Context: an optimization exercise on an open-source flow, tuned for small area, a short achievable clock period and few clock cycles per item. The choices shown serve that exercise and are no tape-out recipe.
Only simulation tests tie the RTL to the original design; equivalence was not proved.

--- flow/design.v ---
module rpsc_iter_unit (
    input  logic        aclk,
    input  logic        aresetn,
    input  logic        cmd_start,
    input  logic        cmd_sqrt_mode,
    input  logic [33:0] cmd_rem_init,
    input  logic [30:0] cmd_low_bits,
    input  logic [33:0] cmd_divisor,
    input  logic [4:0]  cmd_steps,
    input  logic [59:0] cmd_radicand,
    output logic        sts_done,
    output logic [30:0] sts_result
);
    logic        busy_reg, busy_next;
    logic        done_reg, done_next;
    logic        mode_reg, mode_next;
    logic [4:0]  cnt_reg, cnt_next;
    logic [33:0] rem_reg, rem_next;
    logic [30:0] low_reg, low_next;
    logic [30:0] q_reg, q_next;
    logic [33:0] div_reg, div_next;
    logic [61:0] v_reg, v_next;
    logic [61:0] res_reg, res_next;
    logic [61:0] bit_reg, bit_next;
    logic [34:0] r2;
    logic [34:0] diff;
    logic [61:0] trial;
    always_comb begin
        busy_next = busy_reg;
        done_next = 1'b0;
        mode_next = mode_reg;
        cnt_next  = cnt_reg;
        rem_next  = rem_reg;
        low_next  = low_reg;
        q_next    = q_reg;
        div_next  = div_reg;
        v_next    = v_reg;
        res_next  = res_reg;
        bit_next  = bit_reg;
        r2        = {rem_reg, low_reg[30]};
        diff      = r2 - {1'b0, div_reg};
        trial     = res_reg + bit_reg;
        if (busy_reg) begin
            if (mode_reg) begin
                if (v_reg >= trial) begin
                    v_next   = v_reg - trial;
                    res_next = (res_reg >> 1) + bit_reg;
                end else begin
                    res_next = res_reg >> 1;
                end
                bit_next = bit_reg >> 2;
            end else begin
                if (r2 >= {1'b0, div_reg}) begin
                    rem_next = diff[33:0];
                    q_next   = {q_reg[29:0], 1'b1};
                end else begin
                    rem_next = r2[33:0];
                    q_next   = {q_reg[29:0], 1'b0};
                end
                low_next = {low_reg[29:0], 1'b0};
            end
            cnt_next = cnt_reg - 5'd1;
            if (cnt_reg == 5'd0) begin
                busy_next = 1'b0;
                done_next = 1'b1;
            end
        end else if (cmd_start) begin
            busy_next = 1'b1;
            mode_next = cmd_sqrt_mode;
            cnt_next  = cmd_steps - 5'd1;
            rem_next  = cmd_rem_init;
            low_next  = cmd_low_bits;
            div_next  = cmd_divisor;
            q_next    = '0;
            v_next    = {2'b00, cmd_radicand};
            res_next  = '0;
            bit_next  = 62'h1000_0000_0000_0000;
        end
    end
    always_ff @(posedge aclk) begin
        if (!aresetn) begin
            busy_reg <= 1'b0;
            done_reg <= 1'b0;
        end else begin
            busy_reg <= busy_next;
            done_reg <= done_next;
        end
    end
    always_ff @(posedge aclk) begin
        mode_reg <= mode_next;
        cnt_reg  <= cnt_next;
        rem_reg  <= rem_next;
        low_reg  <= low_next;
        q_reg    <= q_next;
        div_reg  <= div_next;
        v_reg    <= v_next;
        res_reg  <= res_next;
        bit_reg  <= bit_next;
    end
    assign sts_done   = done_reg;
    assign sts_result = mode_reg ? res_reg[30:0] : q_reg;
endmodule
module ray_plane_set_clipper (
    input  logic          aclk,
    input  logic          aresetn,
    input  logic          s_valid,
    output logic          s_ready,
    input  logic [227:0]  s_item,
    output logic          m_valid,
    input  logic          m_ready,
    output logic [162:0]  m_item,
    input  logic          cfg_we,
    input  logic [1:0]    cfg_index,
    input  logic [31:0]   cfg_wdata
);
    localparam logic signed [31:0] DIST_MAX = 32'sh7FFF_FFFF;
    localparam int K = 2;
    localparam logic [4:0] CL_END = 5'(16 / K);         
    localparam logic [4:0] SQ_END = 5'(30 / K);         
    localparam logic [4:0] ND_BEG = 5'(8 / K);          
    localparam logic [2:0] S_IDLE = 3'd0;
    localparam logic [2:0] S_CLIP = 3'd1;
    localparam logic [2:0] S_FIN  = 3'd2;
    localparam logic [2:0] S_RES  = 3'd3;
    localparam logic [2:0] S_LOAD = 3'd4;
    localparam logic [2:0] L_M2   = 3'd0;
    localparam logic [2:0] L_M2B  = 3'd1;
    localparam logic [2:0] L_SQRT = 3'd2;
    localparam logic [2:0] L_TRI  = 3'd3;
    localparam logic [2:0] L_NDIV = 3'd4;
    localparam logic [1:0] M_CLIP = 2'd0;
    localparam logic [1:0] M_SQRT = 2'd1;
    localparam logic [1:0] M_NDIV = 2'd2;
    function automatic logic [2:0] benc(input logic [2:0] b, input logic flip);
        logic m1, m2, ng;
        m1 = b[1] ^ b[0];
        m2 = (b[2] & ~b[1] & ~b[0]) | (~b[2] & b[1] & b[0]);
        ng = flip ? (~b[2] & (b[1] | b[0])) : (b[2] & ~(b[1] & b[0]));
        benc = {ng, m2, m1};
    endfunction
    function automatic logic [50:0] bpp51(input logic [2:0] e, input logic [50:0] x);
        bpp51 = (({51{e[0]}} & x) | ({51{e[1]}} & {x[49:0], 1'b0})) ^ {51{e[2]}};
    endfunction
    function automatic logic [35:0] bpp36(input logic [2:0] e, input logic [35:0] x);
        bpp36 = (({36{e[0]}} & x) | ({36{e[1]}} & {x[34:0], 1'b0})) ^ {36{e[2]}};
    endfunction
    function automatic logic [101:0] csa51(input logic [50:0] a, input logic [50:0] b,
                                           input logic [50:0] c);
        logic [50:0] s, m;
        s = a ^ b ^ c;
        m = (a & b) | (a & c) | (b & c);
        csa51 = {m[49:0], 1'b0, s};
    endfunction
    function automatic logic [71:0] csa36(input logic [35:0] a, input logic [35:0] b,
                                          input logic [35:0] c);
        logic [35:0] s, m;
        s = a ^ b ^ c;
        m = (a & b) | (a & c) | (b & c);
        csa36 = {m[34:0], 1'b0, s};
    endfunction
    logic               in_operation;
    logic [2:0]         in_plane_slot;
    assign in_operation  = s_item[227];
    assign in_plane_slot = s_item[226:224];
    logic [2:0]         state_r;
    logic [2:0]         ph_r;
    logic [3:0]         pc_r;
    logic signed [31:0] near_r, far_r;
    logic [47:0]        tn [8];
    logic [31:0]        tc [8];
    logic [44:0]        tu [8];
    logic [31:0]        o0_r, o1_r, o2_r;
    logic [15:0]        d0_r, d1_r, d2_r;
    logic [3:0]         lim_r;
    logic [2:0]         slot_r;
    logic [1:0]         comp_r;
    logic               mu_act, mu_rdy;
    logic [1:0]         mu_cnt;
    logic [2:0]         mu_idx;
    logic [50:0]        ns_r, nc_r;
    logic [35:0]        ds_r, dc_r;
    logic               dv_act;
    logic [1:0]         dv_mode;
    logic [4:0]         dv_cnt;
    logic [32:0]        dv_r;
    logic [35:0]        dv_d, dv_d3;
    logic               dv_c1, dv_c3;
    logic [31:0]        dv_l;
    logic [31:0]        dv_q;
    logic [2:0]         dv_idx;
    logic               dv_dneg, dv_neg, dv_dz, dv_np;
    logic signed [31:0] sd_r, ed_r;
    logic               ex_r, es_r, xs_r, rex_r, mv_r;
    logic [15:0]        en0_r, en1_r, en2_r, xn0_r, xn1_r, xn2_r;
    logic               pend_r, pend_cl;
    logic signed [31:0] nr_s, fr_s;
    logic [3:0]         lim_s;
    assign s_ready = !pend_r && ((state_r == S_IDLE) ||
                                 ((state_r == S_CLIP || state_r == S_FIN || state_r == S_RES) &&
                                  !mu_act && !mu_rdy));
    assign m_valid = mv_r;
    assign m_item  = {rex_r, sd_r, ed_r,
                      es_r, en0_r & {16{es_r}}, en1_r & {16{es_r}}, en2_r & {16{es_r}},
                      xs_r, xn0_r & {16{xs_r}}, xn1_r & {16{xs_r}}, xn2_r & {16{xs_r}}};
    logic [47:0] rn;
    logic [31:0] rc;
    logic [15:0] n0, n1, n2;
    logic [8:0]  b0, b1, b2;
    logic [2:0]  de [3][4];      
    logic [2:0]  dn [3][4];      
    logic [50:0] nx [3];
    logic [35:0] dx [3];
    logic [50:0] nfs, nfc, ncorr;
    logic [35:0] dfs, dfc, dcorr;
    logic [50:0] ns_n, nc_n;
    logic [35:0] ds_n, dc_n;
    logic [50:0] npp [3][4];
    logic [35:0] dpp [3][4];
    assign rn = tn[mu_idx];
    assign rc = tc[mu_idx];
    assign n0 = rn[47:32];
    assign n1 = rn[31:16];
    assign n2 = rn[15:0];
    always_comb begin
        if (mu_cnt[0] == 1'b0) begin
            b0 = n0[15:7]; b1 = n1[15:7]; b2 = n2[15:7];
        end else begin
            b0 = {n0[7:0], 1'b0}; b1 = {n1[7:0], 1'b0}; b2 = {n2[7:0], 1'b0};
        end
        for (int j = 0; j < 4; j++) begin
            de[0][j] = benc(b0[8-2*j -: 3], 1'b0);
            de[1][j] = benc(b1[8-2*j -: 3], 1'b0);
            de[2][j] = benc(b2[8-2*j -: 3], 1'b0);
            dn[0][j] = benc(b0[8-2*j -: 3], 1'b1);
            dn[1][j] = benc(b1[8-2*j -: 3], 1'b1);
            dn[2][j] = benc(b2[8-2*j -: 3], 1'b1);
        end
        nx[0] = {{19{o0_r[31]}}, o0_r};
        nx[1] = {{19{o1_r[31]}}, o1_r};
        nx[2] = {{19{o2_r[31]}}, o2_r};
        dx[0] = {{20{d0_r[15]}}, d0_r};
        dx[1] = {{20{d1_r[15]}}, d1_r};
        dx[2] = {{20{d2_r[15]}}, d2_r};
        if (mu_cnt[0] == 1'b0) begin
            nfs = {{13{rc[31]}}, rc[31:2], 8'b0};
            nfc = '0;
            dfs = '0;
            dfc = '0;
        end else begin
            nfs = {ns_r[42:0], 8'b0};
            nfc = {nc_r[42:0], 8'b0};
            dfs = {ds_r[27:0], 8'b0};
            dfc = {dc_r[27:0], 8'b0};
        end
        ncorr = '0;
        dcorr = '0;
        for (int j = 0; j < 4; j++) begin
            ncorr = ncorr + ({49'd0, {1'b0, dn[0][j][2]} + {1'b0, dn[1][j][2]} + {1'b0, dn[2][j][2]}} << (6 - 2*j));
            dcorr = dcorr + ({34'd0, {1'b0, de[0][j][2]} + {1'b0, de[1][j][2]} + {1'b0, de[2][j][2]}} << (6 - 2*j));
        end
        if (mu_cnt[0] == 1'b1) begin
            ncorr[15:14] = rc[1:0];
        end
        for (int k = 0; k < 3; k++) begin
            for (int j = 0; j < 4; j++) begin
                npp[k][j] = bpp51(dn[k][j], nx[k]) << (6 - 2*j);
                dpp[k][j] = bpp36(de[k][j], dx[k]) << (6 - 2*j);
            end
        end
    end
    logic [101:0] t1, t2, t3, t4, t5, t6, t7, t8, t9, t10, t11, t12, t13;
    logic [71:0]  u1, u2, u3, u4, u5, u6, u7, u8, u9, u10, u11, u12, u13;
    always_comb begin
        t1  = csa51(nfs, nfc, ncorr);
        t2  = csa51(npp[0][0], npp[0][1], npp[0][2]);
        t3  = csa51(npp[0][3], npp[1][0], npp[1][1]);
        t4  = csa51(npp[1][2], npp[1][3], npp[2][0]);
        t5  = csa51(npp[2][1], npp[2][2], npp[2][3]);
        t6  = csa51(t1[50:0], t1[101:51], t2[50:0]);
        t7  = csa51(t2[101:51], t3[50:0], t3[101:51]);
        t8  = csa51(t4[50:0], t4[101:51], t5[50:0]);
        t9  = csa51(t6[50:0], t6[101:51], t7[50:0]);
        t10 = csa51(t7[101:51], t8[50:0], t8[101:51]);
        t11 = csa51(t9[50:0], t9[101:51], t10[50:0]);
        t12 = csa51(t11[50:0], t11[101:51], t10[101:51]);
        t13 = csa51(t12[50:0], t12[101:51], t5[101:51]);
        ns_n = t13[50:0];
        nc_n = t13[101:51];
        u1  = csa36(dfs, dfc, dcorr);
        u2  = csa36(dpp[0][0], dpp[0][1], dpp[0][2]);
        u3  = csa36(dpp[0][3], dpp[1][0], dpp[1][1]);
        u4  = csa36(dpp[1][2], dpp[1][3], dpp[2][0]);
        u5  = csa36(dpp[2][1], dpp[2][2], dpp[2][3]);
        u6  = csa36(u1[35:0], u1[71:36], u2[35:0]);
        u7  = csa36(u2[71:36], u3[35:0], u3[71:36]);
        u8  = csa36(u4[35:0], u4[71:36], u5[35:0]);
        u9  = csa36(u6[35:0], u6[71:36], u7[35:0]);
        u10 = csa36(u7[71:36], u8[35:0], u8[71:36]);
        u11 = csa36(u9[35:0], u9[71:36], u10[35:0]);
        u12 = csa36(u11[35:0], u11[71:36], u10[71:36]);
        u13 = csa36(u12[35:0], u12[71:36], u5[71:36]);
        ds_n = u13[35:0];
        dc_n = u13[71:36];
    end
    logic [35:0] p_den, p_den3;
    logic [50:0] p_num, p_mnum, p_un;
    logic        p_dneg, p_dzero, p_nneg, p_npos;
    logic [35:0] p_dd, p_dd3;
    logic [71:0] w1, w2;
    always_comb begin
        p_den  = ds_r + dc_r;
        w1     = csa36(ds_r, dc_r, {ds_r[34:0], 1'b0});
        w2     = csa36(w1[35:0], w1[71:36], {dc_r[34:0], 1'b0});
        p_den3 = w2[35:0] + w2[71:36];
        p_num  = ns_r + nc_r;
        p_mnum = ~ns_r + ~nc_r + 51'd2;
        p_nneg = p_num[50];
        p_un   = p_nneg ? p_mnum : p_num;
        p_npos = !p_nneg && ((ns_r ^ nc_r) != {nc_r[49:0] | ns_r[49:0], 1'b0});
        p_dneg = p_den[35];
        p_dzero = ((ds_r ^ dc_r) == {dc_r[34:0] | ds_r[34:0], 1'b0});
        p_dd   = p_dneg ? p_den  : ~p_den;
        p_dd3  = p_dneg ? p_den3 : ~p_den3;
    end
    function automatic logic [34:0] dstep(input logic [35:0] x, input logic [35:0] dd,
                                          input logic c1, input logic [35:0] dd3,
                                          input logic c3, input logic sq);
        logic [35:0] a1, a2h, a3;
        a1  = x + dd + {35'd0, c1};
        a2h = {1'b0, x[35:1]} + dd + {35'd0, c1};
        a3  = x + dd3 + {35'd0, c3};
        if (!a3[35]) begin
            dstep = {2'd3, a3[32:0]};
        end else if (!a2h[35] && !sq) begin
            dstep = {2'd2, a2h[31:0], x[0]};
        end else if (!a1[35] && !sq) begin
            dstep = {2'd1, a1[32:0]};
        end else begin
            dstep = {2'd0, x[32:0]};
        end
    endfunction
    logic [35:0] x1, x2, sat_a;
    logic [34:0] st1, st2;
    logic [35:0] d3s2;
    logic        sq_mode;
    logic [32:0] r_step;
    logic [2*K-1:0] digs;
    logic [31:0] q_step, qmask, q_sq;
    always_comb begin
        sq_mode = (dv_mode == M_SQRT);
        x1  = {1'b0, dv_r, dv_l[31:30]};
        st1 = dstep(x1, dv_d, dv_c1, dv_d3, dv_c3, sq_mode);
        sat_a = {1'b0, x1[35:1]} + dv_d + {35'd0, dv_c1};
        if (K == 2) begin
            x2   = {1'b0, st1[32:0], dv_l[29:28]};
            d3s2 = sq_mode ? ~{3'b0, dv_q[29:0], st1[33], 2'b01} : dv_d3;
            st2  = dstep(x2, dv_d, dv_c1, d3s2, dv_c3, sq_mode);
            r_step = st2[32:0];
            digs = {st1[34:33], st2[34:33]};
            q_sq = {dv_q[29:0], st1[33], st2[33]};
        end else begin
            x2   = '0;
            d3s2 = '0;
            st2  = '0;
            r_step = st1[32:0];
            digs = st1[34:33];
            q_sq = {dv_q[30:0], st1[33]};
        end
        q_step = dv_q;
        for (int i = 0; i < 16 / K; i++) begin
            if (CL_END - 5'd1 - i[4:0] == dv_cnt) begin
                q_step[2*K*i +: 2*K] = digs;
            end
            qmask[2*K*i +: 2*K] = (i[4:0] + dv_cnt <= CL_END - 5'd1) ? {2*K{1'b1}} : {2*K{1'b0}};
        end
    end
    function automatic logic notight(input logic [31:0] qlo, input logic [31:0] qhi,
                                     input logic dneg, input logic neg,
                                     input logic [31:0] sv, input logic [31:0] ev);
        logic        cA, cB, cC;
        logic [33:0] qa, bb, sm;
        cA = !dneg && !neg;
        cB = !dneg && neg;
        cC = dneg && !neg;
        qa = (cA || (dneg && neg)) ? {2'b00, qhi} : {2'b00, qlo};
        if (cA)      bb = ~{{2{sv[31]}}, sv};
        else if (cB) bb = {{2{sv[31]}}, sv};
        else if (cC) bb = ~{{2{ev[31]}}, ev};
        else         bb = {{2{ev[31]}}, ev};
        sm = qa + bb + {33'd0, cC};
        if (cA)            notight = sm[33];
        else if (cB || cC) notight = !sm[33];
        else               notight = sm[33] || (sm == '0);
    endfunction
    logic               up_v, up_neg, up_dneg;
    logic [31:0]        up_q;
    logic [2:0]         up_idx;
    logic        cl_entry;
    logic        nt, nt_u, dv_last, dv_fin, cap, tight, dv_stop;
    logic [31:0] t_val, cap_q;
    logic [47:0] un_sgn;
    logic [15:0] nv0, nv1, nv2;
    always_comb begin
        nt      = notight(dv_q, dv_q | qmask, dv_dneg, dv_neg, sd_r, ed_r);
        dv_last = (dv_cnt >= CL_END - 5'd1);
        dv_fin  = dv_act && (dv_mode == M_CLIP) && (dv_dz || nt || dv_last);
        cap     = dv_act && (dv_mode == M_CLIP) && !dv_dz && !nt && dv_last;
        cap_q   = (dv_cnt == CL_END) ? dv_q : q_step;
        dv_stop = dv_act && (dv_mode == M_CLIP) && dv_dz && dv_np;
        nt_u    = notight(up_q, up_q, up_dneg, up_neg, sd_r, ed_r);
        tight   = up_v && !nt_u;
        cl_entry = !up_dneg;
        t_val   = up_neg ? -up_q : up_q;
        un_sgn  = tn[up_idx];
        nv0 = (un_sgn[47] ^ cl_entry) ? -{1'b0, tu[up_idx][44:30]} : {1'b0, tu[up_idx][44:30]};
        nv1 = (un_sgn[31] ^ cl_entry) ? -{1'b0, tu[up_idx][29:15]} : {1'b0, tu[up_idx][29:15]};
        nv2 = (un_sgn[15] ^ cl_entry) ? -{1'b0, tu[up_idx][14:0]}  : {1'b0, tu[up_idx][14:0]};
    end
    logic        dv_free, xfer, accept, start, ld_rst;
    logic [15:0] nabs;
    logic        dv_done;
    assign accept  = aresetn && s_valid && s_ready;
    assign start   = pend_r && ((state_r == S_IDLE) || (state_r == S_RES && m_ready));
    assign ld_rst  = !aresetn && ((state_r == S_LOAD) || (pend_r && !pend_cl));
    assign dv_done = (dv_mode == M_SQRT) ? (dv_cnt == SQ_END) : (dv_cnt == CL_END);
    assign dv_free = !dv_act || dv_fin;
    assign xfer    = (state_r == S_CLIP) && !pend_r && mu_rdy && dv_free;
    logic [15:0] nk;
    logic [1:0]  ck;
    always_comb begin
        ck = (ph_r == L_NDIV) ? comp_r + 2'd1 : 2'd0;
        case (ck)
            2'd0:    nk = n0;
            2'd1:    nk = n1;
            default: nk = n2;
        endcase
        nabs = nk[15] ? -nk : nk;
    end
    always_ff @(posedge aclk) begin
        if (!aresetn) begin
            pc_r   <= 4'd0;
            near_r <= '0;
            far_r  <= DIST_MAX;
        end else if (cfg_we) begin
            case (cfg_index)
                2'd0: pc_r   <= cfg_wdata[3:0];
                2'd1: near_r <= $signed(cfg_wdata);
                2'd2: far_r  <= $signed(cfg_wdata);
                default: begin
                end
            endcase
        end
    end
    always_ff @(posedge aclk) begin
        if ((start && !pend_cl) || (ld_rst && pend_r && !pend_cl)) begin
            tn[slot_r] <= {d0_r, d1_r, d2_r};
            tc[slot_r] <= o0_r;
        end
        if (state_r == S_LOAD && ph_r == L_SQRT && dv_cnt == SQ_END && dv_q == '0) begin
            tu[slot_r] <= '0;
        end
        if (state_r == S_LOAD && ph_r == L_NDIV && dv_cnt == CL_END) begin
            case (comp_r)
                2'd0:    tu[slot_r][44:30] <= dv_q[14:0];
                2'd1:    tu[slot_r][29:15] <= dv_q[14:0];
                default: tu[slot_r][14:0]  <= dv_q[14:0];
            endcase
        end
    end
    always_ff @(posedge aclk) begin
        if (!aresetn) begin
            state_r <= ld_rst ? S_LOAD : S_IDLE;
            mv_r    <= 1'b0;
            mu_act  <= ld_rst;
            mu_rdy  <= 1'b0;
            dv_act  <= 1'b0;
            pend_r  <= 1'b0;
            up_v    <= 1'b0;
        end else begin
            up_v <= cap && (state_r == S_CLIP) &&
                    !(up_v && {1'b0, up_idx} + 4'd1 == lim_r) && !dv_stop;
            if (mu_act && mu_cnt[0]) begin
                mu_act <= 1'b0;
                mu_rdy <= (state_r != S_LOAD);
            end
            if (accept) begin
                pend_r  <= 1'b1;
                pend_cl <= s_item[227];
                if (s_item[227] && pc_r != 4'd0) begin
                    mu_act <= 1'b1;
                end
            end
            if (start) begin
                pend_r <= 1'b0;
                if (pend_cl) begin
                    state_r <= (lim_s == 4'd0) ? S_FIN : S_CLIP;
                end else begin
                    state_r <= S_LOAD;
                    mu_act  <= 1'b1;
                end
            end
            case (state_r)
                S_IDLE: begin
                end
                S_CLIP: begin
                    if (dv_fin) begin
                        dv_act <= 1'b0;
                    end
                    if (xfer) begin
                        mu_rdy <= 1'b0;
                        if ({1'b0, mu_idx} + 4'd1 < lim_r) begin
                            mu_act <= 1'b1;
                        end
                        dv_act <= 1'b1;
                    end
                    if ((dv_fin && !cap && {1'b0, dv_idx} + 4'd1 == lim_r) ||
                        (up_v && {1'b0, up_idx} + 4'd1 == lim_r) || dv_stop) begin
                        state_r <= S_FIN;
                        dv_act  <= 1'b0;
                        if (!pend_r && !accept) begin
                            mu_act <= 1'b0;
                            mu_rdy <= 1'b0;
                        end
                    end
                end
                S_FIN: begin
                    mv_r    <= 1'b1;
                    state_r <= S_RES;
                end
                S_RES: begin
                    if (m_ready) begin
                        mv_r <= 1'b0;
                        if (!pend_r) begin
                            state_r <= S_IDLE;
                        end
                    end
                end
                default: begin  
                    case (ph_r)
                        L_M2B: begin
                            dv_act <= 1'b1;
                        end
                        L_SQRT: begin
                            if (dv_cnt == SQ_END) begin
                                dv_act <= 1'b0;
                                if (dv_q == '0) begin
                                    state_r <= S_IDLE;
                                end
                            end
                        end
                        L_TRI: begin
                            dv_act <= 1'b1;
                        end
                        L_NDIV: begin
                            if (dv_cnt == CL_END && comp_r == 2'd2) begin
                                dv_act  <= 1'b0;
                                state_r <= S_IDLE;
                            end
                        end
                        default: begin
                        end
                    endcase
                end
            endcase
        end
    end
    always_ff @(posedge aclk) begin
        if (accept) begin
            if (s_item[227]) begin
                o0_r  <= s_item[143:112];
                d0_r  <= s_item[47:32];
                d1_r  <= s_item[31:16];
                d2_r  <= s_item[15:0];
                nr_s  <= near_r;
                fr_s  <= far_r;
                lim_s <= (pc_r > 4'd8) ? 4'd8 : pc_r;
                mu_idx <= 3'd0;
                mu_cnt <= 2'd0;
            end else begin
                o0_r   <= s_item[175:144];
                d0_r   <= s_item[223:208];
                d1_r   <= s_item[207:192];
                d2_r   <= s_item[191:176];
                slot_r <= in_plane_slot;
            end
            o1_r <= s_item[111:80];
            o2_r <= s_item[79:48];
        end
        if (start) begin
            if (pend_cl) begin
                sd_r  <= nr_s;
                ed_r  <= fr_s;
                ex_r  <= 1'b1;
                es_r  <= 1'b0;
                xs_r  <= 1'b0;
                lim_r <= lim_s;
            end else begin
                mu_idx <= slot_r;
                mu_cnt <= 2'd0;
                ph_r   <= L_M2;
            end
        end
        if (mu_act) begin
            mu_cnt <= {1'b0, !mu_cnt[0]};
            ns_r <= ns_n;
            nc_r <= nc_n;
            ds_r <= ds_n;
            dc_r <= dc_n;
        end
        if (xfer && {1'b0, mu_idx} + 4'd1 < lim_r) begin
            mu_idx <= mu_idx + 3'd1;
            mu_cnt <= 2'd0;
        end
        if (dv_act && !dv_done) begin
            dv_r   <= r_step;
            dv_l   <= dv_l << (2 * K);
            dv_cnt <= dv_cnt + 5'd1;
            if (sq_mode) begin
                dv_q  <= q_sq;
                dv_d3 <= ~{3'b0, q_sq[29:0], 2'b01};
            end else begin
                dv_q <= q_step;
            end
            if (dv_mode == M_CLIP && dv_cnt == 5'd0 && !sat_a[35]) begin
                dv_q   <= dv_neg ? 32'h8000_0000 : 32'h7FFF_FFFF;
                dv_cnt <= CL_END;
            end
        end
        if (tight) begin
            if (cl_entry) begin
                sd_r  <= t_val;
                es_r  <= 1'b1;
                en0_r <= nv0;
                en1_r <= nv1;
                en2_r <= nv2;
            end else begin
                ed_r  <= t_val;
                xs_r  <= 1'b1;
                xn0_r <= nv0;
                xn1_r <= nv1;
                xn2_r <= nv2;
            end
        end
        if (dv_stop) begin
            ex_r <= 1'b0;
        end
        if (cap) begin
            up_q    <= cap_q;
            up_neg  <= dv_neg;
            up_dneg <= dv_dneg;
            up_idx  <= dv_idx;
        end
        if (xfer) begin
            dv_dz   <= p_dzero;
            dv_np   <= p_npos;
            dv_mode <= M_CLIP;
            dv_cnt  <= 5'd0;
            dv_r    <= p_un[50:18];
            dv_l    <= {p_un[17:0], 14'b0};
            dv_d    <= p_dd;
            dv_c1   <= !p_dneg;
            dv_d3   <= p_dd3;
            dv_c3   <= !p_dneg;
            dv_q    <= '0;
            dv_idx  <= mu_idx;
            dv_dneg <= p_dneg;
            dv_neg  <= p_nneg ^ p_dneg;
        end
        if (state_r == S_FIN) begin
            rex_r <= ex_r && !(ed_r < sd_r);
        end
        if (state_r == S_LOAD) begin
            case (ph_r)
                L_M2: begin
                    if (mu_act && mu_cnt[0]) begin
                        ph_r <= L_M2B;
                    end
                end
                L_M2B: begin
                    ph_r    <= L_SQRT;
                    dv_mode <= M_SQRT;
                    dv_cnt  <= 5'd0;
                    dv_r    <= '0;
                    dv_q    <= '0;
                    dv_l    <= p_den[31:0];
                    dv_d3   <= ~36'd1;
                    dv_c3   <= 1'b1;
                end
                L_SQRT: begin
                    if (dv_cnt == SQ_END) begin
                        ph_r <= L_TRI;
                        ds_r <= {6'b0, dv_q[29:0]};
                        dc_r <= '0;
                    end
                    comp_r <= 2'd0;
                end
                L_TRI: begin
                    ph_r    <= L_NDIV;
                    dv_mode <= M_NDIV;
                    dv_cnt  <= ND_BEG;
                    dv_r    <= {5'b0, nabs, 12'b0};
                    dv_l    <= '0;
                    dv_q    <= '0;
                    dv_d    <= p_dd;
                    dv_c1   <= 1'b1;
                    dv_d3   <= p_dd3;
                    dv_c3   <= 1'b1;
                end
                default: begin
                    if (dv_cnt == CL_END) begin
                        comp_r <= comp_r + 2'd1;
                        dv_cnt <= ND_BEG;
                        dv_r   <= {5'b0, nabs, 12'b0};
                        dv_q   <= '0;
                    end
                end
            endcase
        end
        if (ld_rst) begin
            ph_r   <= L_M2;
            mu_cnt <= 2'd0;
            mu_idx <= slot_r;
        end
    end
endmodule
--- flow/run.sh ---
#!/bin/bash
# synth_recipe.tcl (not shown) runs the flow's synth.tcl, then flattens the netlist and writes it again
# the make line also repeats each setting of config.mk as NAME=value (left out here)
make -C /OpenROAD-flow-scripts/flow DESIGN_CONFIG=/design/flow/config.mk WORK_HOME=/design/flow/orfs CLKGATE_MAP_FILE= SYNTH_SCRIPT=/design/flow/synth_recipe.tcl finish
--- flow/config.mk ---
export PLATFORM = sky130hd
export DESIGN_NAME = ray_plane_set_clipper
export DESIGN_NICKNAME = ray_plane_set_clipper
export VERILOG_FILES = /design/flow/design.v
export SDC_FILE = /design/flow/constraint.sdc
export NUM_CORES = 4
export LEC_CHECK = 0
export ABC_CLOCK_PERIOD_IN_PS = 6000
export CAP_MARGIN = 20
export CORE_MARGIN = 2
export CORE_UTILIZATION = 55
export SETUP_SLACK_MARGIN = 5
export SLEW_MARGIN = 20
--- flow/constraint.sdc ---
create_clock -name core_clock -period 12.0 [get_ports {aclk}]
set_input_delay 2.4000 -clock core_clock [delete_from_list [all_inputs] [get_ports {aclk}]]
set_output_delay 2.4000 -clock core_clock [all_outputs]
set_load 0.01 [all_outputs]
==> flow_summary.json, run 1 <==
{
  "grt_pass1_wl_mm": 706,
  "synth_area_per_cell_um2": 11.0,
  "use_met2_pct": 57.5,
  "worst_slew_pin_slew_ns": 1.23,
  "yosysMostFrequentCell": "edfxtp_1",
  "htreeDepth": 4,
  "synth_largest_area_cell": "edfxtp_1",
  "synth_nets": 14537,
  "relSlewSlack_pct": 17.9,
  "grt_max_degree": 156,
  "timing_hold_violations_final": 0,
  "drtPass1Iterations": 7,
  "detail-route-antenna-nets": 0,
  "worstReg2RegStart": "dv_d[0]",
  "rows": 184,
  "grt_pass1_vias": 104884,
  "clk_pin_slew_worst_paths_ns": 0.07,
  "grt_use_met1_pct": 50.0,
  "initial_core_util_pct": 55.3,
  "maxCapViolations": 0,
  "synth_area_um2": 139000,
  "cts_buffers": 198,
  "cts_tree": "built",
  "cp.required_ns": 12.77,
  "die-area_um2": 257000,
  "cts_sinks": 1866,
  "synth-seq-cells": 1866,
  "synth_top_area_share_pct": 31.6,
  "hold_buffers": 0,
  "min_period_ns": 7.05,
  "grt_use_met3_pct": 7.74,
  "status": "complete, no violations",
  "synthTopCellsByArea": "edfxtp_1 (32%), fa_1 (12%), ha_1 (6.6%)",
  "whs_endpoint": "nr_s[0]",
  "track_usage_pct": 37.1,
  "ys_warn_count": 7,
  "period_share_pct": 58.8,
  "cp-end-kind": "flop",
  "yosysSeqAreaShare_pct": 37.4,
  "slew_viol_final": 0,
  "ys_async_sr_fraction_pct": 0,
  "routedWlPerCell_um": 29.3,
  "synth-main-ff-cell": "edfxtp_1",
  "vias_per_cell": 6.43,
  "dp_hpwl_mm": 358,
  "reg2reg_to": "dv_r[15]",
  "synth-edff-count": 1462,
  "place_congestion": 1.07,
  "seq_area_um2": 52100,
  "final_nets": 14874,
  "syn_to_final_growth_pct": 14.6,
  "tns_ns": 0,
  "dp_slack_ns": 2.66,
  "overflow": 0,
  "start_kind": "flop",
  "cts_root_buffer": "clkbuf_16",
  "hold_path_depth": 0,
  "vias": 106433,
  "hold_class": "reg -> reg",
  "die_w_um": 507,
  "drive_gt1_share_pct": 13.9,
  "drt-initial-drc-count": 13243,
  "fillers": 19886,
  "postRouteWirelength_mm": 486,
  "hp-start": "near_r[0]",
  "synthCells": 12687,
  "rsz0062_at_grt": "yes",
  "rrSetupSlack_ns": 4.95,
  "multi_input_area_um2": 82500,
  "die-height_um": 507,
  "ff2ff_path_depth": 27,
  "final.setup_skew_ns": 0.130,
  "coreArea_um2": 251000,
  "crit_fanout": 6,
  "worstPathArrival_ns": 7.83,
  "clk_latency_ns": 0.91,
  "port_buffers": 431,
  "grt_antenna_before_repair": 22,
  "setup_viol": 0,
  "yosys-top-cells-count": "edfxtp_1 (1462), inv_1 (1135), fa_1 (848)",
  "drcViolationCount": 0,
  "clockBufferDepth": 3,
  "fmax_mhz": 142,
  "num_io_pins": 432,
  "ys_types": 121,
  "setup_ws_ns": 4.95,
  "grt-busiest-layer": "met2",
  "path_class": "reg -> reg"
}
==> registers in the layout, summed over array words and instances (netlist names), 32 cells and up, named ones only <==
register  count
tn          384
dv_d3        36
dv_q         32
nc_r         48
ds_r         36
far_r        32
tu          360
o2_r         32
fr_s         32
dv_r         33
tc          256
nr_s         32
near_r       32
dv_d         36
dv_l         32
o0_r         32
ed_r         32
sd_r         32
dc_r         36
ns_r         51
o1_r         32
up_q         32
==> metal layers <==
metal | vias to the layer above | share of wire, %
met5 | - | 0.010
met1 | 53395 | 39
met2 | 5898 | 45
met4 | 8 | 5.9
met3 | 1195 | 10
li1 | 45937 | -
==> worst max-delay path, stage by stage, from the launching register on <==
cell and delay [ns]:
dfxtp_4 0.37, fa_2 0.41, a211oi_2 0.24, o211ai_1 0.19, nor4bb_4 0.20, or4b_4 0.58
a2111o_1 0.44, a31oi_4 0.17, buf_12 0.16, buf_16 0.16, buf_12 0.17, nor2_1 0.06
a211oi_2 0.26, a211oi_2 0.09, a21oi_2 0.14, buf_6 0.14, ha_2 0.31, a21o_1 0.16
a21o_1 0.17, a21o_1 0.20, and2_4 0.18, o41ai_4 0.33, xnor2_4 0.21, mux2_4 0.38
nor2_1 0.59, a22oi_1 0.19, and3_1 0.21, o311ai_1 0.23
==> kinds of logic after synthesis <==
| family | synth area share (%) |
|---|---|
| fa+ha+maj | 18.8 |
| simple gates | 8.45 |
| xor+xnor | 7.72 |
| buf+inv | 5.69 |
| flops | 37.4 |
| compound gates | 13.6 |
| mux | 8.33 |
==> cell usage in the layout, fill, tap and decap left out, types with 117 or more instances in the layout <==
cell type	n
edfxtp_1	1462
inv_1	1113
xor2_1	488
nor2_1	532
a21oi_1	580
mux4_2	256
a21o_1	198
nand2_1	721
and2_1	240
o21ai_0	478
mux2_2	144
dfxtp_1	359
a22oi_1	628
mux2i_1	359
clkdlybuf4s50_1	429
ha_1	686
buf_4	386
fa_1	835
nand3_1	156
xnor2_1	682
clkbuf_16	204
nor3_1	117
==> timing repair <==
action / 4_1_cts / 5_1_grt
pin swaps: 69 / 141
setup buffers: 121 / 140
setup endpoints to repair: 485 / 434
resized for setup: 376 / 327
cloned: 18 / 6
==> how the worst max path moves through the flow <==
stage | start | endpoint | slack, ns | depth (start not counted)
after global placement | mu_idx[1] | ns_r[50] | 2.66 | 23
after CTS | up_dneg | en0_r[7] | 4.90 | 19
after global routing | dv_d[0] | dv_r[16] | 4.89 | 30
final | dv_d[0] | dv_r[15] | 4.95 | 27
after floorplan | mu_idx[0] | ns_r[50] | 5.01 | 26
after detailed placement | mu_idx[1] | ns_r[50] | 2.66 | 23
==> final cells by class <==
type / count / area share, %
Clock buffer: 242 / 3.29
Timing Repair Buffer: 928 / 5.84
Multi-Input combinational cell: 8880 / 51.7
Inverter: 1149 / 2.75
Antenna cell: 11 / 0.0173
Sequential cell: 1866 / 32.7
Tap cell: 3348 / 2.63
Clock inverter: 130 / 1.05
Timing Repair inverter: 1 / 0.00314
==> metrics by stage <==
stage | util (%) | hold slack, ns | cell area [µm²] | cells
finish | 63.4 | 0.370 | 159000 | 16555
detailed placement | 58.2 | 0.415 | 146000 | 15887
CTS | 62.3 | 0.369 | 157000 | 16398
global route | 63.4 | 0.377 | 159000 | 16545
floorplan | - | 0.406 | 139000 | 12687
global placement | 58.2 | 0.410 | 146000 | 15887
Testbench counts, summed over its fixed seeds: cycles 36,616, items 768.
==> run 2, diff against run 1 <==
--- a/flow/config.mk
+++ b/flow/config.mk
@@ -5,9 +5,9 @@
 export SDC_FILE = /design/flow/constraint.sdc
 export NUM_CORES = 4
 export LEC_CHECK = 0
-export ABC_CLOCK_PERIOD_IN_PS = 6000
+export ABC_CLOCK_PERIOD_IN_PS = 5000
 export CAP_MARGIN = 20
 export CORE_MARGIN = 2
-export CORE_UTILIZATION = 55
+export CORE_UTILIZATION = 40
 export SETUP_SLACK_MARGIN = 5
 export SLEW_MARGIN = 20
==> flow_summary.json, run 2 <==
{
  "status": "complete, no violations",
  "coreArea_um2": 346000,
  "die-area_um2": 352000,
  "fin_util_pct": 46.2,
  "synth_nets": 14537,
  "largest-register": "tn",
  "multi_input_area_um2": 81800,
  "drive_gt1_share_pct": 12.9,
  "synthTopCellsByArea": "edfxtp_1 (32%), fa_1 (12%), ha_1 (6.6%)",
  "largest_reg_flops": 384,
  "die-height_um": 594,
  "drtPass1Iterations": 8,
  "clockBufferDepth": 4,
  "die_w_um": 594,
  "rows": 216,
  "slew_viol_final": 0,
  "clk_pin_slew_worst_paths_ns": 0.07,
  "final_common_cell": "edfxtp_1",
  "yosysSeqAreaShare_pct": 37.4,
  "worstPathArrival_ns": 7.85,
  "place_congestion": 1.03,
  "min_period_ns": 7.14,
  "syn_to_final_growth_pct": 15.0,
  "maxCapViolations": 0,
  "final_nets": 14892,
  "grt_max_degree": 146,
  "layout_common_cells": "edfxtp_1 (1462), inv_1 (1118), fa_1 (836)",
  "relSlewSlack_pct": 6.78,
  "synthCells": 12687,
  "cts_tree": "built",
  "worst_slew_pin_slew_ns": 1.39,
  "vias_per_cell": 5.79,
  "dp.cells": 17134,
  "synth_largest_area_cell": "edfxtp_1",
  "grt_pass1_wl_mm": 680,
  "synth-edff-count": 1462,
  "path_class": "reg -> reg",
  "synth-seq-cells": 1866,
  "num_io_pins": 432,
  "ys_async_sr_fraction_pct": 0,
  "clk_latency_ns": 0.88,
  "setup_viol": 0,
  "period_share_pct": 59.5,
  "routedWlPerCell_um": 26.3,
  "top_regs": "tn: 384 flops, tu: 360 flops, tc: 256 flops",
  "hold_class": "reg -> reg",
  "crit_fanout": 7,
  "synth_top_area_share_pct": 31.6,
  "drt-initial-drc-count": 10977,
  "cp-end-kind": "flop",
  "stdcell_count": 17790,
  "yosys-top-cells-count": "edfxtp_1 (1462), inv_1 (1135), fa_1 (848)",
  "ys_warn_count": 7,
  "detail-route-antenna-nets": 0,
  "fmax_mhz": 140,
  "postRouteWirelength_mm": 467,
  "seq_area_um2": 52000,
  "rrSetupSlack_ns": 4.86,
  "vias": 102964,
  "drcViolationCount": 0,
  "htreeDepth": 4,
  "track_usage_pct": 25.6,
  "grt_pass1_vias": 100863,
  "ys_types": 121,
  "synth_area_per_cell_um2": 11.0,
  "tns_ns": 0,
  "port_buffers": 431,
  "yosysMostFrequentCell": "edfxtp_1",
  "initial_core_util_pct": 40.2,
  "synth_area_um2": 139000,
  "cp.required_ns": 12.71,
  "overflow": 0,
  "final.setup_skew_ns": 0.0686,
  "grt_antenna_before_repair": 21,
  "cts_root_buffer": "clkbuf_16",
  "cts_buffers": 199,
  "fillers": 31752,
  "rsz0062_at_grt": "yes",
  "start_kind": "flop",
  "cts_sinks": 1866,
  "dp_hpwl_mm": 345,
  "synth-main-ff-cell": "edfxtp_1",
  "timing_hold_violations_final": 0
}
run 2: final timing paths:
kind	start	to	cells past startpoint
max	dv_c1	dv_r[30]	26
min	lim_s[2]	lim_r[2]	0
max reg2reg	dv_c1	dv_r[30]	26
min reg2reg	lim_s[2]	lim_r[2]	0
run 2: kinds of logic (layout without fill, tap and decap cells):
group / after synthesis / in the layout / share of synthesized area, %
compound gates: 2839 / 2839 / 13.6
xor+xnor: 1213 / 1213 / 7.72
fa+ha+maj: 1583 / 1583 / 18.8
buf+inv: 1946 / 2455 / 5.69
flops: 1866 / 1866 / 37.4
mux: 816 / 818 / 8.33
other cells: 0 / 13 / 0
simple gates: 2424 / 2425 / 8.45
run 2: stage by stage:
step                      instance area (µm²)  hold WS [ns]  setup slack, ns
final                                  160000         0.423             4.86
after global routing                   160000         0.429             4.74
after CTS                              157000         0.410             4.92
after detailed placement               148000         0.415             2.91
after global placement                 148000         0.410             2.93
after floorplan                        139000         0.406             5.01
run 2: worst max-delay path: stages (launching register included):
cell       delay, ns
dfxtp_2         0.36
fa_2            0.44
a211oi_4        0.27
o211ai_1        0.16
nor4bb_1        0.19
or4b_4          0.63
a2111o_1        0.43
a31oi_4         0.30
buf_12          0.16
clkbuf_16       0.14
mux2_1          0.13
nand2_1         0.05
o311a_1         0.14
a21oi_2         0.38
ha_4            0.30
a21o_1          0.18
o21bai_1        0.17
or3_1           0.41
o21ai_4         0.24
o2111ai_2       0.19
a31oi_2         0.26
o21bai_1        0.13
a2111oi_2       0.37
nor3_1          0.13
xor2_1          0.20
a221o_1         0.44
a22o_1          0.21
run 2: timing repair:
action                     in CTS  in global routing
setup buffers                 111                156
gates cloned                    6                 12
gates resized for setup       297                269
pin swaps                      44                 81
hold buffers                    0                  0
setup endpoints to repair     470                440
run 2: layout make-up:
class | count | area share [%]
diodes | 13 | 0.0203
clock buffers | 254 | 3.36
clock inverters | 104 | 0.757
inverters | 1149 | 2.75
multi-input cells | 8878 | 51.2
flip-flops and latches | 1866 | 32.5
well taps | 4578 | 3.58
repair buffers | 948 | 5.81
run 2: per-layer routing:
metal  GRT usage, %  routed length [µm]  vias up
met5              0                  90        -
met4           12.1               25800       14
met3           5.06               41900      939
met2           40.1              208000     4872
met1           34.2              191000    51166
li1               -                   -    45973
==> run 3, diff against run 2 <==
--- a/flow/design.v
+++ b/flow/design.v
@@ -116,7 +116,7 @@
     localparam logic signed [31:0] DIST_MAX = 32'sh7FFF_FFFF;
     localparam int K = 2;
     localparam logic [4:0] CL_END = 5'(16 / K);         
-    localparam logic [4:0] SQ_END = 5'(30 / K);         
+    localparam logic [4:0] SQ_END = 5'd8;               
     localparam logic [4:0] ND_BEG = 5'(8 / K);          
     localparam logic [2:0] S_IDLE = 3'd0;
     localparam logic [2:0] S_CLIP = 3'd1;
@@ -141,6 +141,16 @@
     function automatic logic [50:0] bpp51(input logic [2:0] e, input logic [50:0] x);
         bpp51 = (({51{e[0]}} & x) | ({51{e[1]}} & {x[49:0], 1'b0})) ^ {51{e[2]}};
     endfunction
+    function automatic logic [33:0] bpn(input logic [2:0] e, input logic [33:0] x);
+        logic [33:0] v;
+        v = (({34{e[0]}} & x) | ({34{e[1]}} & {x[32:0], 1'b0})) ^ {34{e[2]}};
+        bpn = {~v[33], v[32:0]};
+    endfunction
+    function automatic logic [17:0] bpd(input logic [2:0] e, input logic [17:0] x);
+        logic [17:0] v;
+        v = (({18{e[0]}} & x) | ({18{e[1]}} & {x[16:0], 1'b0})) ^ {18{e[2]}};
+        bpd = {~v[17], v[16:0]};
+    endfunction
     function automatic logic [35:0] bpp36(input logic [2:0] e, input logic [35:0] x);
         bpp36 = (({36{e[0]}} & x) | ({36{e[1]}} & {x[34:0], 1'b0})) ^ {36{e[2]}};
     endfunction
@@ -176,7 +186,10 @@
     logic [1:0]         comp_r;
     logic               mu_act, mu_rdy;
     logic [1:0]         mu_cnt;
-    logic [2:0]         mu_idx;
+    logic [2:0]         mu_idx;      
+    logic [2:0]         pl_idx;      
+    logic [3:0]         mu_lim;
+    logic               mu_more;
     logic [50:0]        ns_r, nc_r;
     logic [35:0]        ds_r, dc_r;
     logic               dv_act;
@@ -190,7 +203,9 @@
     logic [2:0]         dv_idx;
     logic               dv_dneg, dv_neg, dv_dz, dv_np;
     logic signed [31:0] sd_r, ed_r;
-    logic               ex_r, es_r, xs_r, rex_r, mv_r;
+    logic               ex_r, es_r, xs_r, mv_r;
+    logic               ldw;
+    logic [1:0]         ldc;
     logic [15:0]        en0_r, en1_r, en2_r, xn0_r, xn1_r, xn2_r;
     logic               pend_r, pend_cl;
     logic signed [31:0] nr_s, fr_s;
@@ -199,7 +214,7 @@
                                  ((state_r == S_CLIP || state_r == S_FIN || state_r == S_RES) &&
                                   !mu_act && !mu_rdy));
     assign m_valid = mv_r;
-    assign m_item  = {rex_r, sd_r, ed_r,
+    assign m_item  = {ex_r && !(ed_r < sd_r), sd_r, ed_r,
                       es_r, en0_r & {16{es_r}}, en1_r & {16{es_r}}, en2_r & {16{es_r}},
                       xs_r, xn0_r & {16{xs_r}}, xn1_r & {16{xs_r}}, xn2_r & {16{xs_r}}};
     logic [47:0] rn;
@@ -261,10 +276,12 @@
         if (mu_cnt[0] == 1'b1) begin
             ncorr[15:14] = rc[1:0];
         end
+        ncorr = ncorr + {18'h3FF01, 33'd0};
+        dcorr = dcorr + {19'h7FF01, 17'd0};
         for (int k = 0; k < 3; k++) begin
             for (int j = 0; j < 4; j++) begin
-                npp[k][j] = bpp51(dn[k][j], nx[k]) << (6 - 2*j);
-                dpp[k][j] = bpp36(de[k][j], dx[k]) << (6 - 2*j);
+                npp[k][j] = {17'd0, bpn(dn[k][j], nx[k][33:0])} << (6 - 2*j);
+                dpp[k][j] = {18'd0, bpd(de[k][j], dx[k][17:0])} << (6 - 2*j);
             end
         end
     end
@@ -306,6 +323,8 @@
     logic [50:0] p_num, p_mnum, p_un;
     logic        p_dneg, p_dzero, p_nneg, p_npos;
     logic [35:0] p_dd, p_dd3;
+    logic [41:0] p_jz2;
+    logic [45:0] p_jz3;
     logic [71:0] w1, w2;
     always_comb begin
         p_den  = ds_r + dc_r;
@@ -321,19 +340,21 @@
         p_dzero = ((ds_r ^ dc_r) == {dc_r[34:0] | ds_r[34:0], 1'b0});
         p_dd   = p_dneg ? p_den  : ~p_den;
         p_dd3  = p_dneg ? p_den3 : ~p_den3;
+        p_jz2  = {1'b0, p_un[50:10]} + {{6{p_dd[35]}}, p_dd} + {41'd0, !p_dneg};
+        p_jz3  = {1'b0, p_un[50:6]} + {{10{p_dd[35]}}, p_dd} + {45'd0, !p_dneg};
     end
     function automatic logic [34:0] dstep(input logic [35:0] x, input logic [35:0] dd,
-                                          input logic c1, input logic [35:0] dd3,
-                                          input logic c3, input logic sq);
+                                          input logic c1, input logic c2,
+                                          input logic [35:0] dd3, input logic c3);
         logic [35:0] a1, a2h, a3;
         a1  = x + dd + {35'd0, c1};
-        a2h = {1'b0, x[35:1]} + dd + {35'd0, c1};
+        a2h = {1'b0, x[35:1]} + dd + {35'd0, c2};
         a3  = x + dd3 + {35'd0, c3};
         if (!a3[35]) begin
             dstep = {2'd3, a3[32:0]};
-        end else if (!a2h[35] && !sq) begin
+        end else if (!a2h[35]) begin
             dstep = {2'd2, a2h[31:0], x[0]};
-        end else if (!a1[35] && !sq) begin
+        end else if (!a1[35]) begin
             dstep = {2'd1, a1[32:0]};
         end else begin
             dstep = {2'd0, x[32:0]};
@@ -341,37 +362,59 @@
     endfunction
     logic [35:0] x1, x2, sat_a;
     logic [34:0] st1, st2;
-    logic [35:0] d3s2;
-    logic        sq_mode;
+    logic [35:0] dd1, dd2, d3s2;
+    logic        sq_mode, c2s;
     logic [32:0] r_step;
-    logic [2*K-1:0] digs;
+    logic [3:0]  digs;
     logic [31:0] q_step, qmask, q_sq;
+    logic [31:0] rp, rpm, rpp, rp1, rp1m, rp1p, rp2;
+    logic [35:0] d3_sq;
     always_comb begin
         sq_mode = (dv_mode == M_SQRT);
-        x1  = {1'b0, dv_r, dv_l[31:30]};
-        st1 = dstep(x1, dv_d, dv_c1, dv_d3, dv_c3, sq_mode);
+        c2s = sq_mode ? 1'b0 : dv_c1;
+        rp  = ~dv_d3[34:3];
+        rpm = rp - 32'd1;
+        rpp = rp + 32'd1;
+        x1  = sq_mode ? {dv_r[31:0], dv_l[31:28]} : {1'b0, dv_r, dv_l[31:30]};
+        dd1 = sq_mode ? ~{3'b0, dv_q[29:0], 3'b001} : dv_d;
+        st1 = dstep(x1, dd1, dv_c1, c2s, dv_d3, dv_c3);
         sat_a = {1'b0, x1[35:1]} + dv_d + {35'd0, dv_c1};
-        if (K == 2) begin
-            x2   = {1'b0, st1[32:0], dv_l[29:28]};
-            d3s2 = sq_mode ? ~{3'b0, dv_q[29:0], st1[33], 2'b01} : dv_d3;
-            st2  = dstep(x2, dv_d, dv_c1, d3s2, dv_c3, sq_mode);
+        case (st1[34:33])
+            2'd0:    begin rp1 = {rpm[29:0], 2'b01}; rp1m = {rpm[29:0], 2'b00}; rp1p = {rpm[29:0], 2'b10}; end
+            2'd1:    begin rp1 = {rp[29:0],  2'b00}; rp1m = {rpm[29:0], 2'b11}; rp1p = {rp[29:0],  2'b01}; end
+            2'd2:    begin rp1 = {rp[29:0],  2'b11}; rp1m = {rp[29:0],  2'b10}; rp1p = {rpp[29:0], 2'b00}; end
+            default: begin rp1 = {rpp[29:0], 2'b10}; rp1m = {rpp[29:0], 2'b01}; rp1p = {rpp[29:0], 2'b11}; end
+        endcase
+        x2   = sq_mode ? {st1[31:0], dv_l[27:24]} : {1'b0, st1[32:0], dv_l[29:28]};
+        dd2  = sq_mode ? ~{1'b0, dv_q[29:0], st1[34:33], 3'b001} : dv_d;
+        d3s2 = sq_mode ? ~{1'b0, rp1, 3'b001} : dv_d3;
+        st2  = dstep(x2, dd2, dv_c1, c2s, d3s2, dv_c3);
+        case (st2[34:33])
+            2'd0:    rp2 = {rp1m[29:0], 2'b01};
+            2'd1:    rp2 = {rp1[29:0],  2'b00};
+            2'd2:    rp2 = {rp1[29:0],  2'b11};
+            default: rp2 = {rp1p[29:0], 2'b10};
+        endcase
+        digs = {st1[34:33], st2[34:33]};
+        if (sq_mode && dv_cnt == SQ_END - 5'd1) begin
+            r_step = st1[32:0];
+            q_sq   = {dv_q[29:0], st1[34:33]};
+            d3_sq  = ~{1'b0, rp1, 3'b001};
+        end else if (sq_mode) begin
             r_step = st2[32:0];
-            digs = {st1[34:33], st2[34:33]};
-            q_sq = {dv_q[29:0], st1[33], st2[33]};
+            q_sq   = {dv_q[27:0], st1[34:33], st2[34:33]};
+            d3_sq  = ~{1'b0, rp2, 3'b001};
         end else begin
-            x2   = '0;
-            d3s2 = '0;
-            st2  = '0;
-            r_step = st1[32:0];
-            digs = st1[34:33];
-            q_sq = {dv_q[30:0], st1[33]};
+            r_step = st2[32:0];
+            q_sq   = '0;
+            d3_sq  = '0;
         end
         q_step = dv_q;
-        for (int i = 0; i < 16 / K; i++) begin
+        for (int i = 0; i < 8; i++) begin
             if (CL_END - 5'd1 - i[4:0] == dv_cnt) begin
-                q_step[2*K*i +: 2*K] = digs;
+                q_step[4*i +: 4] = digs;
             end
-            qmask[2*K*i +: 2*K] = (i[4:0] + dv_cnt <= CL_END - 5'd1) ? {2*K{1'b1}} : {2*K{1'b0}};
+            qmask[4*i +: 4] = (i[4:0] + dv_cnt <= CL_END - 5'd1) ? 4'hF : 4'h0;
         end
     end
     function automatic logic notight(input logic [31:0] qlo, input logic [31:0] qhi,
@@ -416,7 +459,7 @@
         nv1 = (un_sgn[31] ^ cl_entry) ? -{1'b0, tu[up_idx][29:15]} : {1'b0, tu[up_idx][29:15]};
         nv2 = (un_sgn[15] ^ cl_entry) ? -{1'b0, tu[up_idx][14:0]}  : {1'b0, tu[up_idx][14:0]};
     end
-    logic        dv_free, xfer, accept, start, ld_rst;
+    logic        dv_free, xfer, accept, start, ld_rst, frj, take, hand_af, walk_end, hand_all;
     logic [15:0] nabs;
     logic        dv_done;
     assign accept  = aresetn && s_valid && s_ready;
@@ -424,7 +467,12 @@
     assign ld_rst  = !aresetn && ((state_r == S_LOAD) || (pend_r && !pend_cl));
     assign dv_done = (dv_mode == M_SQRT) ? (dv_cnt == SQ_END) : (dv_cnt == CL_END);
     assign dv_free = !dv_act || dv_fin;
-    assign xfer    = (state_r == S_CLIP) && !pend_r && mu_rdy && dv_free;
+    assign frj     = (state_r == S_CLIP) && !pend_r && mu_rdy && !p_dzero && p_nneg &&
+                     ((!p_dneg && !sd_r[31]) || (p_dneg && ed_r[31]));
+    assign xfer    = (state_r == S_CLIP) && !pend_r && mu_rdy && dv_free && !frj;
+    assign take    = xfer || frj;
+    assign hand_af = hand_all || (take && {1'b0, pl_idx} + 4'd1 == lim_r);
+    assign walk_end = dv_stop || (hand_af && !(dv_act && !dv_fin) && !xfer && !cap);
     logic [15:0] nk;
     logic [1:0]  ck;
     always_comb begin
@@ -459,11 +507,11 @@
         if (state_r == S_LOAD && ph_r == L_SQRT && dv_cnt == SQ_END && dv_q == '0) begin
             tu[slot_r] <= '0;
         end
-        if (state_r == S_LOAD && ph_r == L_NDIV && dv_cnt == CL_END) begin
-            case (comp_r)
-                2'd0:    tu[slot_r][44:30] <= dv_q[14:0];
-                2'd1:    tu[slot_r][29:15] <= dv_q[14:0];
-                default: tu[slot_r][14:0]  <= dv_q[14:0];
+        if (ldw) begin
+            case (ldc)
+                2'd0:    tu[slot_r][44:30] <= up_q[14:0];
+                2'd1:    tu[slot_r][29:15] <= up_q[14:0];
+                default: tu[slot_r][14:0]  <= up_q[14:0];
             endcase
         end
     end
@@ -476,12 +524,15 @@
             dv_act  <= 1'b0;
             pend_r  <= 1'b0;
             up_v    <= 1'b0;
+            ldw     <= 1'b0;
         end else begin
-            up_v <= cap && (state_r == S_CLIP) &&
-                    !(up_v && {1'b0, up_idx} + 4'd1 == lim_r) && !dv_stop;
+            ldw <= (state_r == S_LOAD) && (ph_r == L_NDIV) && dv_act && (dv_cnt == CL_END - 5'd1);
+            up_v <= cap && (state_r == S_CLIP);
+            hand_all <= hand_af && !start;
             if (mu_act && mu_cnt[0]) begin
-                mu_act <= 1'b0;
-                mu_rdy <= (state_r != S_LOAD);
+                mu_act  <= 1'b0;
+                mu_rdy  <= (state_r != S_LOAD);
+                mu_more <= ({1'b0, mu_idx} + 4'd1 < mu_lim) && (state_r != S_LOAD);
             end
             if (accept) begin
                 pend_r  <= 1'b1;
@@ -493,7 +544,7 @@
             if (start) begin
                 pend_r <= 1'b0;
                 if (pend_cl) begin
-                    state_r <= (lim_s == 4'd0) ? S_FIN : S_CLIP;
+                    state_r <= (lim_s == 4'd0) ? S_RES : S_CLIP;
                 end else begin
                     state_r <= S_LOAD;
                     mu_act  <= 1'b1;
@@ -506,16 +557,18 @@
                     if (dv_fin) begin
                         dv_act <= 1'b0;
                     end
-                    if (xfer) begin
+                    if (take) begin
                         mu_rdy <= 1'b0;
-                        if ({1'b0, mu_idx} + 4'd1 < lim_r) begin
+                        if (mu_more) begin
                             mu_act <= 1'b1;
                         end
+                    end
+                    if (xfer) begin
                         dv_act <= 1'b1;
                     end
-                    if ((dv_fin && !cap && {1'b0, dv_idx} + 4'd1 == lim_r) ||
-                        (up_v && {1'b0, up_idx} + 4'd1 == lim_r) || dv_stop) begin
-                        state_r <= S_FIN;
+                    if (walk_end) begin
+                        state_r <= S_RES;
+                        mv_r    <= 1'b1;
                         dv_act  <= 1'b0;
                         if (!pend_r && !accept) begin
                             mu_act <= 1'b0;
@@ -552,7 +605,7 @@
                             dv_act <= 1'b1;
                         end
                         L_NDIV: begin
-                            if (dv_cnt == CL_END && comp_r == 2'd2) begin
+                            if (ldw && ldc == 2'd2) begin
                                 dv_act  <= 1'b0;
                                 state_r <= S_IDLE;
                             end
@@ -562,6 +615,9 @@
                     endcase
                 end
             endcase
+            if (start && pend_cl && lim_s == 4'd0) begin
+                mv_r <= 1'b1;
+            end
         end
     end
     always_ff @(posedge aclk) begin
@@ -576,6 +632,7 @@
                 lim_s <= (pc_r > 4'd8) ? 4'd8 : pc_r;
                 mu_idx <= 3'd0;
                 mu_cnt <= 2'd0;
+                mu_lim <= (pc_r > 4'd8) ? 4'd8 : pc_r;
             end else begin
                 o0_r   <= s_item[175:144];
                 d0_r   <= s_item[223:208];
@@ -600,24 +657,26 @@
                 ph_r   <= L_M2;
             end
         end
-        if (mu_act) begin
+        if (mu_act || (take && mu_more)) begin
             mu_cnt <= {1'b0, !mu_cnt[0]};
             ns_r <= ns_n;
             nc_r <= nc_n;
             ds_r <= ds_n;
             dc_r <= dc_n;
         end
-        if (xfer && {1'b0, mu_idx} + 4'd1 < lim_r) begin
-            mu_idx <= mu_idx + 3'd1;
-            mu_cnt <= 2'd0;
+        if (mu_act && mu_cnt[0] && state_r != S_LOAD) begin
+            pl_idx <= mu_idx;
+            if ({1'b0, mu_idx} + 4'd1 < mu_lim) begin
+                mu_idx <= mu_idx + 3'd1;
+            end
         end
         if (dv_act && !dv_done) begin
             dv_r   <= r_step;
-            dv_l   <= dv_l << (2 * K);
+            dv_l   <= sq_mode ? (dv_l << 8) : (dv_l << 4);
             dv_cnt <= dv_cnt + 5'd1;
             if (sq_mode) begin
                 dv_q  <= q_sq;
-                dv_d3 <= ~{3'b0, q_sq[29:0], 2'b01};
+                dv_d3 <= d3_sq;
             end else begin
                 dv_q <= q_step;
             end
@@ -654,21 +713,28 @@
             dv_dz   <= p_dzero;
             dv_np   <= p_npos;
             dv_mode <= M_CLIP;
-            dv_cnt  <= 5'd0;
-            dv_r    <= p_un[50:18];
-            dv_l    <= {p_un[17:0], 14'b0};
+            if (p_jz3[45]) begin
+                dv_cnt <= 5'd3;
+                dv_r   <= p_un[38:6];
+                dv_l   <= {p_un[5:0], 26'b0};
+            end else if (p_jz2[41]) begin
+                dv_cnt <= 5'd2;
+                dv_r   <= p_un[42:10];
+                dv_l   <= {p_un[9:0], 22'b0};
+            end else begin
+                dv_cnt <= 5'd0;
+                dv_r   <= p_un[50:18];
+                dv_l   <= {p_un[17:0], 14'b0};
+            end
             dv_d    <= p_dd;
             dv_c1   <= !p_dneg;
             dv_d3   <= p_dd3;
             dv_c3   <= !p_dneg;
             dv_q    <= '0;
-            dv_idx  <= mu_idx;
+            dv_idx  <= pl_idx;
             dv_dneg <= p_dneg;
             dv_neg  <= p_nneg ^ p_dneg;
         end
-        if (state_r == S_FIN) begin
-            rex_r <= ex_r && !(ed_r < sd_r);
-        end
         if (state_r == S_LOAD) begin
             case (ph_r)
                 L_M2: begin
@@ -683,8 +749,9 @@
                     dv_r    <= '0;
                     dv_q    <= '0;
                     dv_l    <= p_den[31:0];
-                    dv_d3   <= ~36'd1;
+                    dv_d3   <= ~{1'b0, 32'd1, 3'b001};
                     dv_c3   <= 1'b1;
+                    dv_c1   <= 1'b1;
                 end
                 L_SQRT: begin
                     if (dv_cnt == SQ_END) begin
@@ -707,11 +774,15 @@
                     dv_c3   <= 1'b1;
                 end
                 default: begin
-                    if (dv_cnt == CL_END) begin
-                        comp_r <= comp_r + 2'd1;
-                        dv_cnt <= ND_BEG;
-                        dv_r   <= {5'b0, nabs, 12'b0};
-                        dv_q   <= '0;
+                    if (dv_act && dv_cnt == CL_END - 5'd1) begin
+                        up_q <= q_step;
+                        ldc  <= comp_r;
+                        if (comp_r != 2'd2) begin
+                            comp_r <= comp_r + 2'd1;
+                            dv_cnt <= ND_BEG;
+                            dv_r   <= {5'b0, nabs, 12'b0};
+                            dv_q   <= '0;
+                        end
                     end
                 end
             endcase
==> flow_summary.json, run 3 <==
{
  "hold_path_depth": 0,
  "yosys-top-cells-count": "edfxtp_1 (1436), inv_1 (1100), nand2_1 (1094)",
  "final_nets": 16631,
  "htreeDepth": 4,
  "cts_buffers": 209,
  "track_usage_pct": 29.5,
  "synthCells": 14194,
  "synth_nets": 16128,
  "yosysMostFrequentCell": "edfxtp_1",
  "final.setup_skew_ns": 0.105,
  "ys_warn_count": 7,
  "drtPass1Iterations": 10,
  "status": "complete, no violations",
  "relSlewSlack_pct": 10.1,
  "largest-register": "tn",
  "synth-main-ff-cell": "edfxtp_1",
  "die_w_um": 607,
  "synth_largest_area_cell": "edfxtp_1",
  "die-height_um": 607,
  "cp_common_cell": "buf_12",
  "cts_sinks": 1873,
  "synth.area.mux_share_pct": 8.16,
  "rrSetupSlack_ns": 3.25,
  "dp_hpwl_mm": 411,
  "critPathMaxStageDelay_ns": 0.53,
  "min_period_ns": 8.75,
  "cts_root_buffer": "clkbuf_16",
  "die-area_um2": 369000,
  "final_common_cell": "edfxtp_1",
  "setup_viol": 0,
  "routedWlPerCell_um": 29.0,
  "yosys.area_share.simple_pct": 9.98,
  "synth_area_um2": 146000,
  "layout_common_cells": "edfxtp_1 (1436), inv_1 (1087), nand2_1 (1054)",
  "port_buffers": 431,
  "synth_top_family_by_area": "adder cells",
  "start_kind": "flop",
  "syn_to_final_growth_pct": 18.8,
  "cp.required_ns": 12.81,
  "initial_core_util_pct": 40.2,
  "postRouteWirelength_mm": 570,
  "setup_ws_ns": 3.25,
  "synth-edff-count": 1436,
  "detail-route-antenna-nets": 0,
  "synth_top_area_share_pct": 29.6,
  "largest_reg_flops": 384,
  "drcViolationCount": 0,
  "ys_types": 127,
  "clk_latency_ns": 0.94,
  "tns_ns": 0,
  "cp-end-kind": "flop",
  "grt_pass1_wl_mm": 806,
  "fmax_mhz": 114,
  "synthTopCellsByArea": "edfxtp_1 (30%), fa_1 (9.6%), ha_1 (8.4%)",
  "clk_pin_slew_worst_paths_ns": 0.07,
  "vias_per_cell": 6.04,
  "drive_gt1_share_pct": 16.2,
  "top_regs": "tn: 384 flops, tu: 360 flops, tc: 256 flops",
  "timing_hold_violations_final": 0,
  "synth-seq-cells": 1873,
  "yosysSeqAreaShare_pct": 35.6,
  "hp-start": "near_r[3]",
  "crit_fanout": 6,
  "cts_tree": "built",
  "grt_antenna_before_repair": 40,
  "overflow": 0,
  "reg2reg_to": "dv_r[16]",
  "synth_area_per_cell_um2": 10.3,
  "maxCapViolations": 0,
  "synth_compound_area_share_pct": 15.3
}
==> run 3: worst register-to-register path, delay by kind of cell, from the launching register on <==
family	cells	cell delay, ns
AO/OA/AOI/OAI	16	4.18
XOR/XNOR	1	0.19
adder cells (fa/ha/maj)	3	0.56
buffers and inverters	11	1.33
flip-flops	1	0.36
multiplexers	2	0.48
AND/OR/NAND/NOR	9	1.56
==> run 3: repair_timing <==
item,4_1_cts,5_1_grt
buffers inserted,265,146
endpoints found under the setup margin,578,571
gates resized for setup,790,420
pin swaps,199,193
gates cloned,41,18
==> run 3: how the worst max path moves through the flow <==
stage | start | endpoint | slack (ns) | cells past startpoint
2_1_floorplan | dv_mode[1] | dv_d3[10] | 3.55 | 47
4_1_cts | dv_mode[0] | dv_d3[17] | 3.69 | 44
6_report | dv_mode[0] | dv_r[16] | 3.25 | 42
3_3_place_gp | dv_mode[1] | dv_d3[17] | 1.69 | 35
5_1_grt | dv_mode[0] | dv_r[21] | 3.17 | 43
3_5_place_dp | dv_mode[1] | dv_d3[17] | 1.47 | 35
==> run 3: metrics by stage <==
stage	utilization, %	cell area [µm²]	std cells
4_1_cts	46.7	169000	19500
3_5_place_dp	42.9	155000	18810
2_1_floorplan	-	146000	14194
3_3_place_gp	42.9	155000	18810
5_1_grt	47.7	173000	19677
6_report	47.8	173000	19689
==> run 3: cells by family (layout without fill, tap and decap cells) <==
family / Yosys count / after routing
xor+xnor: 1244 / 1244
buf+inv: 2057 / 2730
fa+ha+maj: 1667 / 1667
simple gates: 3099 / 3102
flops: 1873 / 1873
other cells: 0 / 25
mux: 844 / 844
compound gates: 3410 / 3410
==> run 3: routing by layer <==
metal  part of all wire, %  global-route usage, %
met5                 0.012                      0
met4                   7.2                   17.5
met3                   9.6                   5.30
met2                    44                   45.5
met1                    39                   38.7
==> run 3: final cells by class <==
cell class / instances / area, µm² / share of cell area [%]
Clock buffer: 259 / 5570 / 3.22
Inverter: 1118 / 4300 / 2.49
Sequential cell: 1873 / 52000 / 30.1
Antenna cell: 25 / 62.6 / 0.0362
Timing Repair Buffer: 1227 / 13000 / 7.54
Clock inverter: 125 / 1530 / 0.885
Timing Repair inverter: 1 / 8.76 / 0.00506
Tap cell: 4794 / 6000 / 3.47
Multi-Input combinational cell: 10267 / 90400 / 52.3
Testbench counts of run 3, summed over its fixed seeds: cycles 23,413, items 768.

[separate check: timing with driven ports]
Ports are ideal in the flow. The routed layouts listed here were re-timed in OpenROAD.
Step 1 sets driving cells, clkbuf_16 on the clock port and buf_2 on the other inputs (assumed; they add their load-dependent delay and slew).
Step 2 also shifts input and output timing later by t, the mid clock arrival at the registers, as if the neighbouring blocks saw the same clock.
Three values: no drivers, after step 1, after step 2; two values: the first two.
| run | t (ns) | setup slack, ns | hold WS [ns] | worst slew at a driven data input, ns | pins driven straight from the clock port |
|---|---|---|---|---|---|
| run 1 | 0.944 | 4.948 / 4.948 / 4.948 | 0.370 / 0.370 / 0.370 | 0.14 | 1 |
| run 2 | 0.957 | 4.861 / 4.861 / 4.861 | 0.423 / 0.423 / 0.423 | 0.16 | 1 |
| run 3 | 0.995 | 3.246 / 3.246 / 3.246 | 0.406 / 0.406 / 0.406 | 0.18 | 1 |
After both steps setup and hold are still met in every run listed.
